From an optimization exercise on the open Yosys and OpenROAD flow, aimed at small area; shortcuts taken in it are not production practice. In this exercise RTL edits were held to simulation tests only and were not proved equivalent to the original. Power and IR drop assume default switching activity.

$ cat flow/config.mk
export PLATFORM = sky130hd
export DESIGN_NAME = regfile_mp
export DESIGN_NICKNAME = regfile_mp
export VERILOG_FILES = /design/flow/design.v
export SDC_FILE = /design/flow/constraint.sdc
export NUM_CORES = 4
export LEC_CHECK = 0
export CAP_MARGIN = 20
export CELL_PAD_IN_SITES_DETAIL_PLACEMENT = 1
export CELL_PAD_IN_SITES_GLOBAL_PLACEMENT = 1
export CORE_MARGIN = 2
export CORE_UTILIZATION = 50
export PLACE_DENSITY = 0.7
export SLEW_MARGIN = 20
export SYNTH_HIERARCHICAL = 1
$ cat flow/constraint.sdc
create_clock -name core_clock -period 8.5 [get_ports {clk}]
set_input_delay 1.7000 -clock core_clock [delete_from_list [all_inputs] [get_ports {clk}]]
set_output_delay 1.7000 -clock core_clock [all_outputs]
set_load 0.01 [all_outputs]
$ cat flow/design.v
module regfile_mp #(
    parameter int DATA_W   = 32,
    parameter int ADDR_W   = 5,
    parameter int NUM_RD   = 2,
    parameter int BYPASS   = 1,
    parameter int ZERO_REG = 1
) (
    input  logic                     clk,
    input  logic                     rst_n,
    input  logic [NUM_RD*ADDR_W-1:0] rd_addr,
    output logic [NUM_RD*DATA_W-1:0] rd_data,
    output logic [NUM_RD-1:0]        rd_busy,
    input  logic                     we0,
    input  logic [ADDR_W-1:0]        wa0,
    input  logic [DATA_W-1:0]        wd0,
    input  logic                     we1,
    input  logic [ADDR_W-1:0]        wa1,
    input  logic [DATA_W-1:0]        wd1,
    input  logic                     rsv_en,
    input  logic [ADDR_W-1:0]        rsv_addr,
    output logic [ADDR_W:0]          busy_cnt
);
    localparam int DEPTH = 1 << ADDR_W;
    localparam int CNT_W = ADDR_W + 1;
    localparam int LO    = (ZERO_REG != 0) ? 1 : 0;
    localparam int NR    = DEPTH - LO;           
    logic [DEPTH-1:0][DATA_W-1:0] rq;            
    logic [DEPTH-1:0][DATA_W-1:0] rd;            
    logic [DEPTH-1:0]  vld;
    logic [DEPTH-1:0]  vld_next;
    logic [DEPTH-1:0]  busy;
    logic [DEPTH-1:0]  busy_wr;                  
    logic [DEPTH-1:0]  busy_next;
    logic [DEPTH-1:0]  wr0;
    logic [DEPTH-1:0]  wr1;
    logic [DEPTH-1:0]  sel0;
    logic [DEPTH-1:0]  wr;
    logic [DATA_W-1:0] wd1_n;
    assign wd1_n = ~wd1;
    always_comb begin
        for (int i = 0; i < DEPTH; i++) begin
            wr0[i]  = we0 && (wa0 == ADDR_W'(i));
            wr1[i]  = we1 && (wa1 == ADDR_W'(i));
            wr[i]   = wr0[i] || wr1[i];
            sel0[i] = wr0[i] && !wr1[i];
        end
    end
    for (genvar i = 0; i < DEPTH; i++) begin : g_row
        if (i < LO) begin : g_zero
            assign rq[i]       = '0;
            assign rd[i]       = '0;
            assign vld[i]      = 1'b0;
            assign vld_next[i] = 1'b0;
        end else begin : g_store
            logic [DATA_W-1:0] q;
            logic [DATA_W-1:0] d;
            logic [DATA_W-1:0] y;
            logic              v;
            regfile_mp_oai22 #(.W(DATA_W)) u_w0 (
                .a1(wr[i]), .a2(q), .b1(!sel0[i]), .b2(wd0), .y(y)
            );
            regfile_mp_aoi21 #(.W(DATA_W)) u_w1 (
                .a1(wr1[i]), .a2(wd1_n), .b(y), .y(d)
            );
            always_ff @(posedge clk) q <= d;
            always_ff @(posedge clk or negedge rst_n) begin
                if (!rst_n) v <= 1'b0;
                else        v <= vld_next[i];
            end
            assign vld_next[i] = v || wr[i];
            assign rq[i]       = q;
            assign rd[i]       = d;
            assign vld[i]      = v;
        end
    end
    always_comb begin
        for (int i = 0; i < DEPTH; i++) begin
            busy_wr[i]   = busy[i] && !wr[i];
            busy_next[i] = (i >= LO) && (busy_wr[i] || (rsv_en && (rsv_addr == ADDR_W'(i))));
        end
    end
    always_ff @(posedge clk or negedge rst_n) begin
        if (!rst_n) busy <= '0;
        else        busy <= busy_next;
    end
    localparam int PC_W = (NR < 2)    ? 1 : (NR < 4)    ? 2 : (NR < 8)    ? 3 :
                          (NR < 16)   ? 4 : (NR < 32)   ? 5 : (NR < 64)   ? 6 :
                          (NR < 128)  ? 7 : (NR < 256)  ? 8 : (NR < 512)  ? 9 :
                          (NR < 1024) ? 10 : 11;
    localparam int PC_N = (1 << PC_W) - 1;               
    logic [PC_N-1:0] pc_in;
    logic [PC_W-1:0] pc_out;
    assign pc_in = PC_N'(busy[DEPTH-1:LO]);
    regfile_mp_popcnt #(.N(PC_N), .W(PC_W)) u_pc (.a(pc_in), .y(pc_out));
    assign busy_cnt = CNT_W'(pc_out);
    for (genvar k = 0; k < NUM_RD; k++) begin : g_rd
        logic [ADDR_W-1:0] ra;
        logic [DEPTH-1:0]  hit;
        logic [DEPTH-1:0]  rsel;
        logic [DATA_W-1:0] data;
        logic              bsy;
        assign ra = rd_addr[k*ADDR_W +: ADDR_W];
        always_comb begin
            bsy = 1'b0;
            for (int i = 0; i < DEPTH; i++) begin
                hit[i] = rst_n && (ra == ADDR_W'(i));
                if (BYPASS != 0) begin
                    rsel[i] = hit[i] && vld_next[i];
                    bsy     = bsy | (hit[i] && busy_wr[i]);
                end else begin
                    rsel[i] = hit[i] && vld[i];
                    bsy     = bsy | (hit[i] && busy[i]);
                end
            end
        end
        if (BYPASS != 0) begin : g_byp
            regfile_mp_ormux #(.N(NR), .W(DATA_W)) u_mux (
                .sel(rsel[DEPTH-1:LO]), .din(rd[DEPTH-1:LO]), .dout(data)
            );
        end else begin : g_nobyp
            regfile_mp_ormux #(.N(NR), .W(DATA_W)) u_mux (
                .sel(rsel[DEPTH-1:LO]), .din(rq[DEPTH-1:LO]), .dout(data)
            );
        end
        assign rd_data[k*DATA_W +: DATA_W] = data;
        assign rd_busy[k]                  = bsy;
    end
endmodule
module regfile_mp_oai22 #(
    parameter int W = 32
) (
    input  logic         a1,
    input  logic [W-1:0] a2,
    input  logic         b1,
    input  logic [W-1:0] b2,
    output logic [W-1:0] y
);
    assign y = ~(({W{a1}} | a2) & ({W{b1}} | b2));
endmodule
module regfile_mp_aoi21 #(
    parameter int W = 32
) (
    input  logic         a1,
    input  logic [W-1:0] a2,
    input  logic [W-1:0] b,
    output logic [W-1:0] y
);
    assign y = ~(({W{a1}} & a2) | b);
endmodule
module regfile_mp_ormux #(
    parameter int N = 31,
    parameter int W = 32
) (
    input  logic [N-1:0]   sel,
    input  logic [N*W-1:0] din,
    output logic [W-1:0]   dout
);
    localparam int G3 = N / 3;              
    localparam int R  = N % 3;              
    localparam int G  = G3 + (R != 0);      
    localparam int H  = (G + 3) / 4;        
    logic [G*W-1:0]   yn;                   
    logic [H*W-1:0]   p;                    
    for (genvar g = 0; g < G3; g++) begin : g_aoi
        regfile_mp_aoi222 #(.W(W)) u_aoi (
            .a1(sel[3*g]),   .a2(din[(3*g)*W +: W]),
            .b1(sel[3*g+1]), .b2(din[(3*g+1)*W +: W]),
            .c1(sel[3*g+2]), .c2(din[(3*g+2)*W +: W]),
            .y(yn[g*W +: W])
        );
    end
    if (R == 1) begin : g_r1
        regfile_mp_nand2s #(.W(W)) u_last (
            .a1(sel[3*G3]), .a2(din[(3*G3)*W +: W]), .y(yn[G3*W +: W])
        );
    end else if (R == 2) begin : g_r2
        regfile_mp_aoi22 #(.W(W)) u_last (
            .a1(sel[3*G3]),   .a2(din[(3*G3)*W +: W]),
            .b1(sel[3*G3+1]), .b2(din[(3*G3+1)*W +: W]),
            .y(yn[G3*W +: W])
        );
    end
    for (genvar h = 0; h < H; h++) begin : g_nand
        localparam int M = ((G - 4*h) < 4) ? (G - 4*h) : 4;
        regfile_mp_nand #(.M(M), .W(W)) u_nand (
            .a(yn[4*h*W +: M*W]), .y(p[h*W +: W])
        );
    end
    regfile_mp_or #(.M(H), .W(W)) u_or (.a(p), .y(dout));
endmodule
module regfile_mp_nand2s #(
    parameter int W = 32
) (
    input  logic         a1,
    input  logic [W-1:0] a2,
    output logic [W-1:0] y
);
    assign y = ~({W{a1}} & a2);
endmodule
module regfile_mp_aoi22 #(
    parameter int W = 32
) (
    input  logic         a1,
    input  logic [W-1:0] a2,
    input  logic         b1,
    input  logic [W-1:0] b2,
    output logic [W-1:0] y
);
    assign y = ~(({W{a1}} & a2) | ({W{b1}} & b2));
endmodule
module regfile_mp_aoi222 #(
    parameter int W = 32
) (
    input  logic         a1,
    input  logic [W-1:0] a2,
    input  logic         b1,
    input  logic [W-1:0] b2,
    input  logic         c1,
    input  logic [W-1:0] c2,
    output logic [W-1:0] y
);
    assign y = ~(({W{a1}} & a2) | ({W{b1}} & b2) | ({W{c1}} & c2));
endmodule
module regfile_mp_nand #(
    parameter int M = 4,
    parameter int W = 32
) (
    input  logic [M*W-1:0] a,
    output logic [W-1:0]   y
);
    always_comb begin
        y = '1;
        for (int i = 0; i < M; i++) y = y & a[i*W +: W];
        y = ~y;
    end
endmodule
module regfile_mp_or #(
    parameter int M = 3,
    parameter int W = 32
) (
    input  logic [M*W-1:0] a,
    output logic [W-1:0]   y
);
    always_comb begin
        y = '0;
        for (int i = 0; i < M; i++) y = y | a[i*W +: W];
    end
endmodule
module regfile_mp_popcnt #(
    parameter int N = 31,
    parameter int W = 5
) (
    input  logic [N-1:0] a,
    output logic [W-1:0] y
);
    if (W == 1) begin : g_leaf1
        assign y = a;
    end else if (W == 2) begin : g_leaf3
        regfile_mp_fa u_fa (.a(a[0]), .b(a[1]), .ci(a[2]), .s(y[0]), .co(y[1]));
    end else begin : g_node
        localparam int HN = (N - 1) / 2;
        logic [W-2:0] lo;
        logic [W-2:0] hi;
        logic [W-1:0] c;
        regfile_mp_popcnt #(.N(HN), .W(W-1)) u_lo (.a(a[HN-1:0]),      .y(lo));
        regfile_mp_popcnt #(.N(HN), .W(W-1)) u_hi (.a(a[2*HN-1:HN]),   .y(hi));
        assign c[0] = a[N-1];
        for (genvar i = 0; i < W - 1; i++) begin : g_add
            regfile_mp_fa u_fa (.a(lo[i]), .b(hi[i]), .ci(c[i]), .s(y[i]), .co(c[i+1]));
        end
        assign y[W-1] = c[W-1];
    end
endmodule
module regfile_mp_fa (
    input  logic a,
    input  logic b,
    input  logic ci,
    output logic s,
    output logic co
);
    assign s  = a ^ b ^ ci;
    assign co = (a & b) | (a & ci) | (b & ci);
endmodule
$ cat flow/run.sh
#!/bin/bash
# synth_recipe.tcl (not shown) runs the flow's synth.tcl, then flattens the netlist and writes it again
# the make line also repeats each setting of config.mk as NAME=value (left out here)
make -C /OpenROAD-flow-scripts/flow DESIGN_CONFIG=/design/flow/config.mk WORK_HOME=/design/flow/orfs CLKGATE_MAP_FILE= SYNTH_SCRIPT=/design/flow/synth_recipe.tcl finish
==> summary.txt, run 1 <==
status timing/DRC/antenna clean; worst slew pin tran ~1.3 ns; f_max between 100 and 150 MHz; Yosys top cell area share 0.411; Arr. time, crit path 6.59 ns; Final Hold Fails 0; remaining routing DRC violations 0; Synth area leaders dfxtp_1, o22ai_1, a222oi_1, a21oi_1, buf_6; Critical Path End rd_data[11]; area grow syn2layout 12.5%; WS Path Type primary input to primary output; Hold Crit Class flop to flop; Final Net Count around 5,200; setup TNS 0 ns; DR WL/cell approximately 45 um; max-slew violations 0; Post-Place Cells about 6,200; final setup margin roughly 0.21 ns; vias in the first global route about 56,000; RSZ-0062 raised after global routing false; Worst Setup SP wa0[4]; # rows around 110; I/O Buffers 164; LEAKAGE between 15 and 20 nW; CP required 6.80 ns; Placed Area 0.0504 mm^2; core box area roughly 0.096 mm^2; number of synthesized flops with an enable pin 0; CTS Buffer Depth 3; Fin Hold WS ~0.49 ns; DRT iter0 DRCs 12,609; share of cells above drive strength 1 0.127; Reg2Reg Depth 2; Yosys warning total 10; Synth area leader dfxtp_1; count of state elements after synthesis between 1,000 and 1,500; CP startpoint kind primary input; Die Y ~320 um; starting density of the core 0.502; WL final about 290,000 um; die width approximately 320 um; Hold Buf Count CTS 0; Synth Flop Type dfxtp_1; clk_skew 0 ns; clock-pin slew on the worst setup and hold paths 0.06 ns; async set-reset flop share out of synthesis 0.0588; Power Dens Cells slightly above 300 mW/mm^2; H-Tree Depth 3; CTS tree yes; dpl hpwl roughly 170,000 um; setup slack, reg-to-reg roughly 7.5 ns; routed vias between 50,000 and 60,000; Tot Pwr roughly 17 mW; GRT Total Usage 0.562; worst-path maximum fanout 32; largest net degree at the start of global routing 38; Max-Cap Viols 0; first-pass GRT wire length 405,000 um; pre-CTS setup slack roughly 0.5 ns; initial antenna violation count 23; Setup-failing EPs final 0; slew margin rel. 0.135; CTS Buf Count roughly 120; # Post-CTS Setup Buffers 0; die area a little under 0.1 mm^2; Worst R2R End busy[26]$_DFF_PN0_; antenna violation net count after detailed routing 0; fin cells 6,456; Root Driver clkbuf_16; syn_nets 5,117; # clock sinks 1,054; DRT Pass-1 Iters 12; post-synthesis sequential area ratio 0.443; fin area approximately 0.054 mm^2; Synth Instances approximately 5,000; Final Wtd Congestion 0.964; min Tclk post-route 8.29 ns; CP Capture Type primary output; vias per cell 8.88; total grt overflow 0; post-cts resize count 0; period utilization 0.975; worst skew pair latency 0.73 ns; Synth Area per Inst slightly below 10 um^2; Post-synth top cells o22ai_1, a21oi_1, dfxtp_1; top-count cell post-synth o22ai_1; final core occ 0.565; reg2reg start busy[26]$_DFF_PN0_; peak supply drop 1.33 mV; Ports around 170; Cell Area, Synth slightly below 0.05 mm^2; Netlist cell types just over 40
[Yosys stat by module, one instance, submodules excluded, a selection]
module | copies in the design | cells | cell area [um^2]
regfile_mp | 1 | 1555 | 24100
regfile_mp_fa | 26 | 1 | 20.0
[worst max-delay path, cell delays in order]
cell and delay (ns):
clkdlybuf4s50_1 0.58, nand4b_1 0.61, buf_4 0.39, o22ai_4 0.75, nor2_1 0.21, nor3_2 0.16, buf_4 0.58, a222oi_1 0.23
nand4_1 0.22, or3_1 0.42, clkdlybuf4s50_1 0.63
[cells by family (layout without fill, tap and decap cells)]
logic type | after synthesis | count (layout) | share of synthesized area
compound gates | 2759 | 2759 | 0.382
other cells | 1 | 24 | 0.0000775
flops | 1054 | 1054 | 0.443
fa+ha+maj | 26 | 26 | 0.0108
simple gates | 574 | 574 | 0.0638
buf+inv | 583 | 743 | 0.100
[where the power goes]
| part | internal [mW] | leakage [nW] | total [mW] | switching [mW] |
|---|---|---|---|---|
| registers | 6.41 | 9.08 | 6.83 | 0.420 |
| logic | 1.87 | 8.50 | 4.72 | 2.86 |
| clock network | 3.09 | 1.95 | 5.32 | 2.23 |
[layer usage]
| layer | GRT usage | vias up | part of all wire |
|---|---|---|---|
| met5 | 0.0237 | - | 0.00097 |
| met4 | 0.437 | 22 | 0.099 |
| met3 | 0.266 | 2059 | 0.17 |
| met2 | 0.763 | 6240 | 0.39 |
| met1 | 0.677 | 27828 | 0.34 |
| li1 | - | 21169 | - |
[registers in the layout, indices dropped and copies added, names as in the netlist]
name,count
busy,31
g_row.g_store.q,992
g_row.g_store.v,31
[worst min-delay path by stage]
stage,start,end,slack (ns),cells after the start
CTS,g_row[12].g_store.v$_DFF_PN0_,g_row[12].g_store.v$_DFF_PN0_,0.48,2
floorplan,g_row[10].g_store.v$_DFF_PN0_,g_row[10].g_store.v$_DFF_PN0_,0.43,2
global route,g_row[12].g_store.v$_DFF_PN0_,g_row[12].g_store.v$_DFF_PN0_,0.51,2
global placement,g_row[1].g_store.v$_DFF_PN0_,g_row[1].g_store.v$_DFF_PN0_,0.46,2
finish,g_row[12].g_store.v$_DFF_PN0_,g_row[12].g_store.v$_DFF_PN0_,0.49,2
detailed placement,g_row[1].g_store.v$_DFF_PN0_,g_row[1].g_store.v$_DFF_PN0_,0.46,2
[cell type report]
type	count	area, um^2
clock buffers	175	3450
well taps	1276	1600
inverters	65	244
multi-input cells	3360	23100
flip-flops and latches	1054	21400
fillers	10725	41800
clock inverters	38	479
repair buffers	465	4050
diodes	23	57.6
[layout by cell type (no fill, tap or decap), drive strengths merged, types with 4 or more instances in the layout]
cell and instances:
o22ai 1042, a21oi 995, dfxtp 992, a222oi 640
buf 306, clkbuf 175, clkdlybuf4s50 159, nand4 133
or3 95, nand2 79, nor2 77, nand3 75
nor3 70, inv 67, dfrtp 62, o21ai 39
o221ai 32, fa 26, clkinv 26, diode 23
nand2b 13, bufinv 10, nand4b 8, nor2b 7
nand4bb 6, or2 6, o32ai 4
==> inputs of run 2 (changes only) <==
--- a/flow/config.mk
+++ b/flow/config.mk
@@ -11,4 +11,6 @@
 export CORE_MARGIN = 2
 export CORE_UTILIZATION = 50
+export CTS_CLUSTER_DIAMETER = 60
+export CTS_CLUSTER_SIZE = 20
 export PLACE_DENSITY = 0.7
 export SLEW_MARGIN = 20
==> run 2 against run 1 <==
- clock power shrank 11%
- hold slack better by 0.0039 ns
- global-route usage decreased by 0.28 points
- first-iteration DRC count shrank 3.4%
- still clean on timing, DRC and antenna
- sequential share of layout area increased by 0.48 points
- core utilization shrank 0.68 points
- count of clock-buffer cells in the layout is 73 lower
==> summary.txt, run 2 <==
status timing/DRC/antenna clean; first-pass GRT wire length 401,000 um (-1.0%); share of cells above drive strength 1 0.126 (-0.00138); Synth Flop Type dfxtp_1; I/O Buffers 164 (unchanged); Hold Crit Class flop to flop; Root Driver clkbuf_16; Arr. time, crit path 6.63 ns (+0.04 ns); Gate power share 0.290 (+0.010); Die Y 315 um (unchanged); total grt overflow 0 (unchanged); GRT Total Usage 0.560 (-0.00284); setup TNS 0 ns (unchanged); max-slew violations 0 (unchanged); commonest non-fill, non-tap cells in the layout o22ai_1, a21oi_1, dfxtp_1, a222oi_1, buf_4; worst slew pin tran 1.31 ns (+0.0145 ns); cell family with most CP delay buffers and inverters; Max-Cap Viols 0 (unchanged); DR WL/cell 44.7 um (+0.17%); RSZ-0062 raised after global routing false; CP startpoint kind primary input; slowest stage delay, CP 0.85 ns (+0.10 ns); min Tclk post-route 8.33 ns (+0.0380 ns); die area 0.0992 mm^2 (unchanged); pre-CTS setup slack 0.509 ns (unchanged); WL final 287,000 um (-0.46%); Synth area leaders dfxtp_1, o22ai_1, a222oi_1, a21oi_1, buf_6; async set-reset flop share out of synthesis 0.0588 (unchanged); antenna violation net count after detailed routing 0 (unchanged); Yosys top cell area share 0.411 (unchanged); Psw 5.65 mW (+2.5%); slew margin rel. 0.125 (-0.00969); DRT Pass-1 Iters 12 (unchanged); Hold Buf Count CTS 0 (unchanged); worst-path maximum fanout 20 (-38%); f_max 120 MHz (-0.46%); H-Tree Depth 3 (unchanged); Clk pwr share 0.290 (-0.025); Pint 10.6 mW (-6.8%); Final Wtd Congestion 0.964 (unchanged); initial antenna violation count 23 (unchanged); setup slack, reg-to-reg 7.43 ns (-0.04 ns); Synth Instances 4,997 (unchanged); CP Buf/Inv Count 4 (unchanged); Power Dens Cells 302 mW/mm^2 (-2.6%); # clock sinks 1,054 (unchanged); sequential fraction of design power 0.420 (+0.015); final setup margin 0.171 ns (-0.0380 ns); Cell Chain, Critical Path clkdlybuf4s50_1 > nand4_1 > buf_4 > o22ai_4 > nor2_1 > nor3_2 > buf_4 > a222oi_1 > nand3_1 > or3_1 > clkdlybuf4s50_1; CP Capture Type primary output; remaining routing DRC violations 0 (unchanged); CP required 6.80 ns (about the same); Top reg by flops g_row.g_store.q; LEAKAGE 19.1 nW (-1.9%); count of state elements after synthesis 1,054 (unchanged); starting density of the core 0.502 (unchanged); Ports 166 (unchanged); top-count cell post-synth o22ai_1; vias in the first global route 55,672 (-1.0%); Synth Area per Inst 9.68 um^2 (unchanged); Post-synth top cells o22ai_1, a21oi_1, dfxtp_1; DRT iter0 DRCs 12,174 (-3.4%); core box area 0.0963 mm^2 (unchanged); Setup-failing EPs final 0 (unchanged); syn_nets 5,117 (unchanged); Cell Area, Synth 0.0484 mm^2 (unchanged); vias per cell 8.82 (-0.67%); Netlist cell types 41 (unchanged); CTS tree yes; die width 315 um (unchanged); # rows 114 (unchanged); Final Net Count 5,159 (-0.44%); Switching Share 0.348 (+0.0213); post-synthesis sequential area ratio 0.443 (unchanged); largest net degree at the start of global routing 38 (unchanged); Final Hold Fails 0 (unchanged); clock-pin slew on the worst setup and hold paths 0.07 ns (about the same); CTS Buffer Depth 3 (unchanged); Largest register FFs 992 (unchanged); CP max-delay cell o22ai_4; Yosys warning total 10 (unchanged); peak supply drop 1.28 mV (-3.8%); post-cts resize count 0 (unchanged); most common cell after layout, fill and taps aside o22ai_1; worst skew pair latency 0.72 ns (about the same); CTS Buf Count 93 (-20%); WS Path Type primary input to primary output; top flop regs g_row.g_store.q: 992 flops, busy: 31 flops, g_row.g_store.v: 31 flops; period utilization 0.980 (+0.00446); # Post-CTS Setup Buffers 0 (unchanged); area grow syn2layout 11.2%; clk_skew 0 ns (unchanged); routed vias 56,583 (-1.3%); dpl hpwl 167,000 um (unchanged); Synth area leader dfxtp_1; number of synthesized flops with an enable pin 0 (unchanged)
==> run 2: cell count changes in the layout (fill, tap and decap cells not counted), moves of 2 or more <==
cell / before / now
clkbuf_1: 31 / 4
clkbuf_16: 120 / 95
clkbuf_8: 24 / 3
clkinv_2: 22 / 5
clkinv_8: 0 / 17
inv_6: 3 / 18
inv_8: 0 / 10
clkinvlp_4: 0 / 8
bufinv_16: 10 / 4
clkinv_4: 0 / 6
inv_12: 0 / 2
or3_2: 26 / 28
or3_4: 5 / 3
==> run 2: kinds of logic (layout without fill, tap and decap cells) <==
group	after synthesis	count (layout)	synth area share
compound gates	2759	2759	0.382
flops	1054	1054	0.443
buf+inv	583	704	0.100
simple gates	574	574	0.0638
fa+ha+maj	26	26	0.0108
other cells	1	23	0.0000775
==> run 2: power groups by stage <==
| stage | sequential, mW | combinational (mW) | clock, mW |
|---|---|---|---|
| 5_1_grt | 6.94 | 5.03 | 4.89 |
| 4_1_cts | 6.81 | 4.54 | 4.65 |
| 3_3_place_gp | 6.85 | 4.27 | 0 |
| 2_1_floorplan | 6.78 | 2.94 | 0 |
| 6_report | 6.81 | 4.70 | 4.71 |
| 3_5_place_dp | 6.92 | 4.47 | 0 |
==> run 2: path summary, 6_finish.rpt <==
check	start	to	cells after the start
min in group asynchronous	rst_n	g_row[10].g_store.v$_DFF_PN0_	2
worst min-delay path	g_row[6].g_store.v$_DFF_PN0_	g_row[6].g_store.v$_DFF_PN0_	2
worst min register to register	g_row[6].g_store.v$_DFF_PN0_	g_row[6].g_store.v$_DFF_PN0_	2
max in group asynchronous	rst_n	g_row[19].g_store.v$_DFF_PN0_	3
worst max-delay path	wa1[3]	rd_data[43]	11
worst max register to register	busy[26]$_DFF_PN0_	busy[26]$_DFF_PN0_	2
==> run 2: area by class of cell <==
type                    instances  area, um^2
fillers                     10725       42500
multi-input cells            3360       23100
flip-flops and latches       1054       21400
repair buffers                465        4040
clock buffers                 102        2430
well taps                    1276        1600
clock inverters                72         863
inverters                      65         244
diodes                         22        55.1
==> run 2: per-stage QoR <==
| step | utilization | total power, mW | std cells | instance area, um^2 | hold WS [ns] |
|---|---|---|---|---|---|
| 2_1_floorplan | - | 9.72 | 4997 | 48400 | 0.428 |
| 3_3_place_gp | 0.522 | 11.1 | 6214 | 50300 | 0.458 |
| 3_5_place_dp | 0.523 | 11.4 | 6217 | 50400 | 0.465 |
| 4_1_cts | 0.558 | 16.0 | 6391 | 53700 | 0.484 |
| 5_1_grt | 0.558 | 16.9 | 6398 | 53700 | 0.494 |
| 6_report | 0.559 | 16.2 | 6416 | 53800 | 0.489 |
==> run 2: layer usage <==
layer  routed length, um  GRT usage
met3               49400      0.280
met4               29000      0.448
met2              111000      0.755
met5                 228     0.0164
met1               97100      0.663
==> run 2: worst reg2reg max path: stages (launching register included) <==
cell      delay, ns
dfrtp_1        0.42
o221ai_1       0.27
o21ai_0        0.21
==> run 2: per-module statistics from Yosys, one instance, submodules excluded, a selection <==
module,times used,flops+latches,cell area [um^2],cells
regfile_mp_fa,26,0,20.0,1
regfile_mp,1,1054,24100,1555

[re-timing with driven ports]
No port has a modelled driver above. Below, the same layouts with a new extraction and two added sets of constraints.
Step 1 sets driving cells, clkbuf_16 on the clock port and buf_2 on the other inputs (assumed; they add their load-dependent delay and slew).
Step 2, shift: input delay + t, output delay - t, t = (earliest + latest rising clock arrival at the registers) / 2. This alone moves slack from input paths to output paths.
a / b / c = ideal / step 1 / step 2; a / b = the first two.
run | t (ns) | setup slack, ns | hold slack, ns
run 1 | 0.815 | 0.209 / 0.182 / 0.182 | 0.485 / 0.485 / 0.485
run 2 | 0.812 | 0.171 / 0.146 / 0.146 | 0.489 / 0.489 / 0.489
After both steps setup and hold are still met in every run listed. The setup slack of run 1, which loses most, moves by -0.027 ns with the drivers and by -0.027 ns with both steps.
